Source: an optimization exercise on an open RTL-to-GDS flow (aim: small area and a short achievable clock period). Production flows keep margins and buffers that such runs may drop.
Function was checked by simulation only, so behaviour that the tests miss may differ from the original.

## lagoon
// erx_dispatch
module erx_dispatch
#(
    parameter int          PW     = 104,
    parameter int          NCH    = 3,
    parameter int          DEPTH  = 8,
    parameter int          MODE   = 0,
    parameter int          ASHIFT = 20,
    parameter logic [11:0] ID     = 12'h800,
    parameter int          AFULL  = 2,
    parameter int          TOW    = 12
) (
    input  logic                clk,
    input  logic                nreset,
    input  logic                rx_access,
    input  logic [PW-1:0]       rx_packet,
    output logic                rx_wait,
    output logic [NCH-1:0]      ch_access,
    output logic [NCH*PW-1:0]   ch_packet,
    input  logic [NCH-1:0]      ch_wait,
    output logic [NCH-1:0]      overflow,
    output logic [15:0]         drop_count,
    output logic [NCH-1:0]      timeout,
    input  logic                clear
);
For scale: about 5600 cells after synthesis, ~2600 flip-flops, ~92000 µm² of cells after synthesis.
==> module erx_chfifo, before the edit <==
module erx_chfifo
#(
    parameter int          PW    = 104,
    parameter int          DEPTH = 8,
    parameter int          WAIT_LEVEL = 6,
    parameter logic [PW-1:0] CMASK = '0,
    parameter logic [PW-1:0] CVAL  = '0
) (
    input  logic                           clk,
    input  logic                           nreset,
    input  logic                           push,
    input  logic [PW-1:0]                  din,
    input  logic                           wait_i,
    output logic [PW-1:0]                  dout,
    output logic                           valid,
    output logic                           full,
    output logic                           ovf,
    output logic                           accept,
    output logic                           near
);
    localparam int MD = DEPTH - 1;         
    logic          hv;                     
    logic [MD-1:0] cmt;                    
    logic [MD-1:0] wr_oh;                  
    logic [MD-1:0] rd_oh;                  
    logic [MD-1:0] wr_nf;                  
    logic [MD-1:0] wr_f;                   
    logic [MD:0]   hsel;                   
    logic [DEPTH:0] tn;                    
    logic          pop;
    logic          from_mem;
    logic          acc1;                   
    logic          to_mem1;                
    logic          hv_n0, hv_n1;
    logic [MD-1:0] cmt_n0, cmt_n1, cmt_up, cmt_dn;
    logic          near0, near1;
    logic [MD-1:0] rd_oh_n;
    logic [MD-1:0] wr_oh_n;
    logic          full_n;
    assign valid    = hv;
    assign full     = cmt[MD-1];
    assign pop      = hv && !wait_i;
    assign accept   = push && acc1;
    assign ovf      = push && !acc1;
    assign from_mem = pop && cmt[0];
    assign acc1     = !full || pop;
    assign to_mem1  = acc1 && hv && !(pop && !cmt[0]);
    assign cmt_up   = {cmt[MD-2:0], 1'b1};
    assign cmt_dn   = {1'b0, cmt[MD-1:1]};
    assign rd_oh_n  = from_mem ? {rd_oh[MD-2:0], rd_oh[MD-1]} : rd_oh;
    assign wr_oh_n  = (push && to_mem1) ? {wr_oh[MD-2:0], wr_oh[MD-1]} : wr_oh;
    assign hv_n0  = (hv && !pop) || from_mem;
    assign hv_n1  = hv_n0 || acc1;
    assign cmt_n0 = from_mem ? cmt_dn : cmt;
    assign cmt_n1 = (to_mem1 == from_mem) ? cmt : to_mem1 ? cmt_up : cmt_dn;
    assign tn    = {1'b0, cmt, hv};
    assign near0 = pop ? tn[WAIT_LEVEL] : tn[WAIT_LEVEL-1];
    assign near1 = (acc1 == pop) ? tn[WAIT_LEVEL-1] : acc1 ? tn[WAIT_LEVEL-2] : tn[WAIT_LEVEL];
    assign near  = push ? near1 : near0;
    assign full_n = push ? cmt_n1[MD-1] : cmt_n0[MD-1];
    always_ff @(posedge clk) begin
        if (!nreset) begin
            hv      <= 1'b0;
            cmt     <= '0;
            wr_oh   <= MD'(1);
            rd_oh   <= MD'(1);
            wr_nf   <= MD'(1);
            wr_f    <= '0;
            hsel    <= {1'b1, {MD{1'b0}}};
        end else begin
            hv      <= push ? hv_n1 : hv_n0;
            cmt     <= push ? cmt_n1 : cmt_n0;
            rd_oh   <= rd_oh_n;
            wr_oh   <= wr_oh_n;
            wr_nf   <= full_n ? '0 : wr_oh_n;
            wr_f    <= full_n ? wr_oh_n : '0;
            hsel    <= (push ? cmt_n1[0] : cmt_n0[0]) ? {1'b0, rd_oh_n} : {1'b1, {MD{1'b0}}};
        end
    end
    logic          load;
    logic          hold;
    logic [MD:0]   hs;
    assign load = !hv || !wait_i;
    assign hold = !load;
    assign hs   = {hsel[MD] & load, hsel[MD-1:0] & {MD{!wait_i}}};
    for (genvar b = 0; b < PW; b++) begin : g_bit
        if (CMASK[b]) begin : g_const
            assign dout[b] = CVAL[b];
        end else begin : g_store
            logic          h;
            logic [MD-1:0] m;
            logic          d;
            assign d = (din[b] & hs[MD]) | (|(m & hs[MD-1:0])) | (h & hold);
            always_ff @(posedge clk) h <= d;
            for (genvar j = 0; j < MD; j++) begin : g_slot
                always_ff @(posedge clk) begin
                    if (wr_nf[j] || (wr_f[j] && !wait_i)) m[j] <= din[b];
                end
            end
            assign dout[b] = h;
        end
    end
endmodule
Settings: LEC_CHECK=0, CAP_MARGIN=20, CORE_MARGIN=2, CORE_UTILIZATION=60, CTS_CLUSTER_DIAMETER=100, CTS_CLUSTER_SIZE=30, SETUP_SLACK_MARGIN=3.0, SLEW_MARGIN=20; clock period 5.5 ns.
standard.sh (not shown) runs the stock make flow with config.mk's settings and CLKGATE_MAP_FILE= SYNTH_SCRIPT=/design/flow/synth_recipe.tcl, a recipe that flattens the netlist after the stock synthesis.
==> flow/flow/run.sh <==
#!/bin/bash
# Standard layout with two changes: the port buffers are plain sky130
# buffers (buf_2) rather than the delay-cell buffers buffer_ports picks by
# default, and the resizer may swap a cell for one of another footprint
# (MATCH_CELL_FOOTPRINT=0), so it can really upsize cells on slow paths.
set -euo pipefail
export BUFFER_PORTS_ARGS="-buffer_cell sky130_fd_sc_hd__buf_2"
bash standard.sh MATCH_CELL_FOOTPRINT=0 finish > standard.log 2>&1
Relative to lagoon, the following input files were edited for umber:
--- a/flow/design.v
+++ b/flow/design.v
@@ -41,10 +41,8 @@
     logic          hv;                     
     logic [MD-1:0] cmt;                    
     logic [MD-1:0] wr_oh;                  
     logic [MD-1:0] rd_oh;                  
-    logic [MD-1:0] wr_nf;                  
-    logic [MD-1:0] wr_f;                   
     logic [MD:0]   hsel;                   
     logic [DEPTH:0] tn;                    
     logic          pop;
     logic          from_mem;
@@ -53,10 +51,8 @@
     logic          hv_n0, hv_n1;
     logic [MD-1:0] cmt_n0, cmt_n1, cmt_up, cmt_dn;
     logic          near0, near1;
     logic [MD-1:0] rd_oh_n;
-    logic [MD-1:0] wr_oh_n;
-    logic          full_n;
     assign valid    = hv;
     assign full     = cmt[MD-1];
     assign pop      = hv && !wait_i;
     assign accept   = push && acc1;
@@ -66,43 +62,37 @@
     assign to_mem1  = acc1 && hv && !(pop && !cmt[0]);
     assign cmt_up   = {cmt[MD-2:0], 1'b1};
     assign cmt_dn   = {1'b0, cmt[MD-1:1]};
     assign rd_oh_n  = from_mem ? {rd_oh[MD-2:0], rd_oh[MD-1]} : rd_oh;
-    assign wr_oh_n  = (push && to_mem1) ? {wr_oh[MD-2:0], wr_oh[MD-1]} : wr_oh;
     assign hv_n0  = (hv && !pop) || from_mem;
     assign hv_n1  = hv_n0 || acc1;
     assign cmt_n0 = from_mem ? cmt_dn : cmt;
     assign cmt_n1 = (to_mem1 == from_mem) ? cmt : to_mem1 ? cmt_up : cmt_dn;
     assign tn    = {1'b0, cmt, hv};
     assign near0 = pop ? tn[WAIT_LEVEL] : tn[WAIT_LEVEL-1];
     assign near1 = (acc1 == pop) ? tn[WAIT_LEVEL-1] : acc1 ? tn[WAIT_LEVEL-2] : tn[WAIT_LEVEL];
     assign near  = push ? near1 : near0;
-    assign full_n = push ? cmt_n1[MD-1] : cmt_n0[MD-1];
     always_ff @(posedge clk) begin
         if (!nreset) begin
             hv      <= 1'b0;
             cmt     <= '0;
             wr_oh   <= MD'(1);
             rd_oh   <= MD'(1);
-            wr_nf   <= MD'(1);
-            wr_f    <= '0;
             hsel    <= {1'b1, {MD{1'b0}}};
         end else begin
             hv      <= push ? hv_n1 : hv_n0;
             cmt     <= push ? cmt_n1 : cmt_n0;
             rd_oh   <= rd_oh_n;
-            wr_oh   <= wr_oh_n;
-            wr_nf   <= full_n ? '0 : wr_oh_n;
-            wr_f    <= full_n ? wr_oh_n : '0;
+            if (push && to_mem1) wr_oh <= {wr_oh[MD-2:0], wr_oh[MD-1]};
             hsel    <= (push ? cmt_n1[0] : cmt_n0[0]) ? {1'b0, rd_oh_n} : {1'b1, {MD{1'b0}}};
         end
     end
     logic          load;
     logic          hold;
     logic [MD:0]   hs;
     assign load = !hv || !wait_i;
     assign hold = !load;
-    assign hs   = {hsel[MD] & load, hsel[MD-1:0] & {MD{!wait_i}}};
+    assign hs   = hsel & {(MD+1){load}};
     for (genvar b = 0; b < PW; b++) begin : g_bit
         if (CMASK[b]) begin : g_const
             assign dout[b] = CVAL[b];
         end else begin : g_store
@@ -112,9 +102,9 @@
             assign d = (din[b] & hs[MD]) | (|(m & hs[MD-1:0])) | (h & hold);
             always_ff @(posedge clk) h <= d;
             for (genvar j = 0; j < MD; j++) begin : g_slot
                 always_ff @(posedge clk) begin
-                    if (wr_nf[j] || (wr_f[j] && !wait_i)) m[j] <= din[b];
+                    if (wr_oh[j] && (!full || !wait_i)) m[j] <= din[b];
                 end
             end
             assign dout[b] = h;
         end
Findings:
- Taking lagoon as the reference, in umber standard cell area after detailed placement moved down, wire length of the first global-routing pass moved down.
- Relative to lagoon, the routed metal-1 wirelength measured on umber has decreased by a few percent.
- Against lagoon, umber reports a area growth from synthesis to layout that is lower.
- NOTE wire length lagoon->umber decreased slightly
- Delta (umber minus lagoon): global routing usage on met1 went down, proportion of layout cells with a drive suffix above 1 -1.3 points, final cell count decreased 111, area after synthesis now sits lower.
- In terms of worst hold slack, lagoon and umber differ only marginally.
- Against lagoon, the final cell area of umber is lower.
- Between umber and lagoon, the synthesized-area fraction occupied by xor and xnor cells does not differ in any meaningful way.

[re-timing with driven ports]
No port has a modelled driver above. Below, the same layouts with a new extraction and two added sets of constraints. Step 1 (the two cells are an assumption about what drives the block):
set clk [get_ports {clk}]
set_driving_cell -lib_cell sky130_fd_sc_hd__clkbuf_16 $clk
set_driving_cell -lib_cell sky130_fd_sc_hd__buf_2 [delete_from_list [all_inputs] $clk]
Step 2 also shifts input and output timing later by t, the mid clock arrival at the registers, as if the neighbouring blocks saw the same clock. Three values: ideal, step 1, step 2; two values: the first two.
run	shift t [ns]	setup WS [ns]	hold slack, ns	worst setup path after step 2	cell pins on the clock port's net
lagoon	0.833	2.844 / 2.882 / 2.049	0.471 / 0.471 / 0.471	input to register	1
umber	0.835	2.958 / 2.942 / 2.196	0.470 / 0.470 / 0.470	input to register	1
After both steps every run listed still meets setup and hold. For lagoon, which loses most, drivers alone change the setup slack by +0.038 ns; drivers and shift together by -0.795 ns.
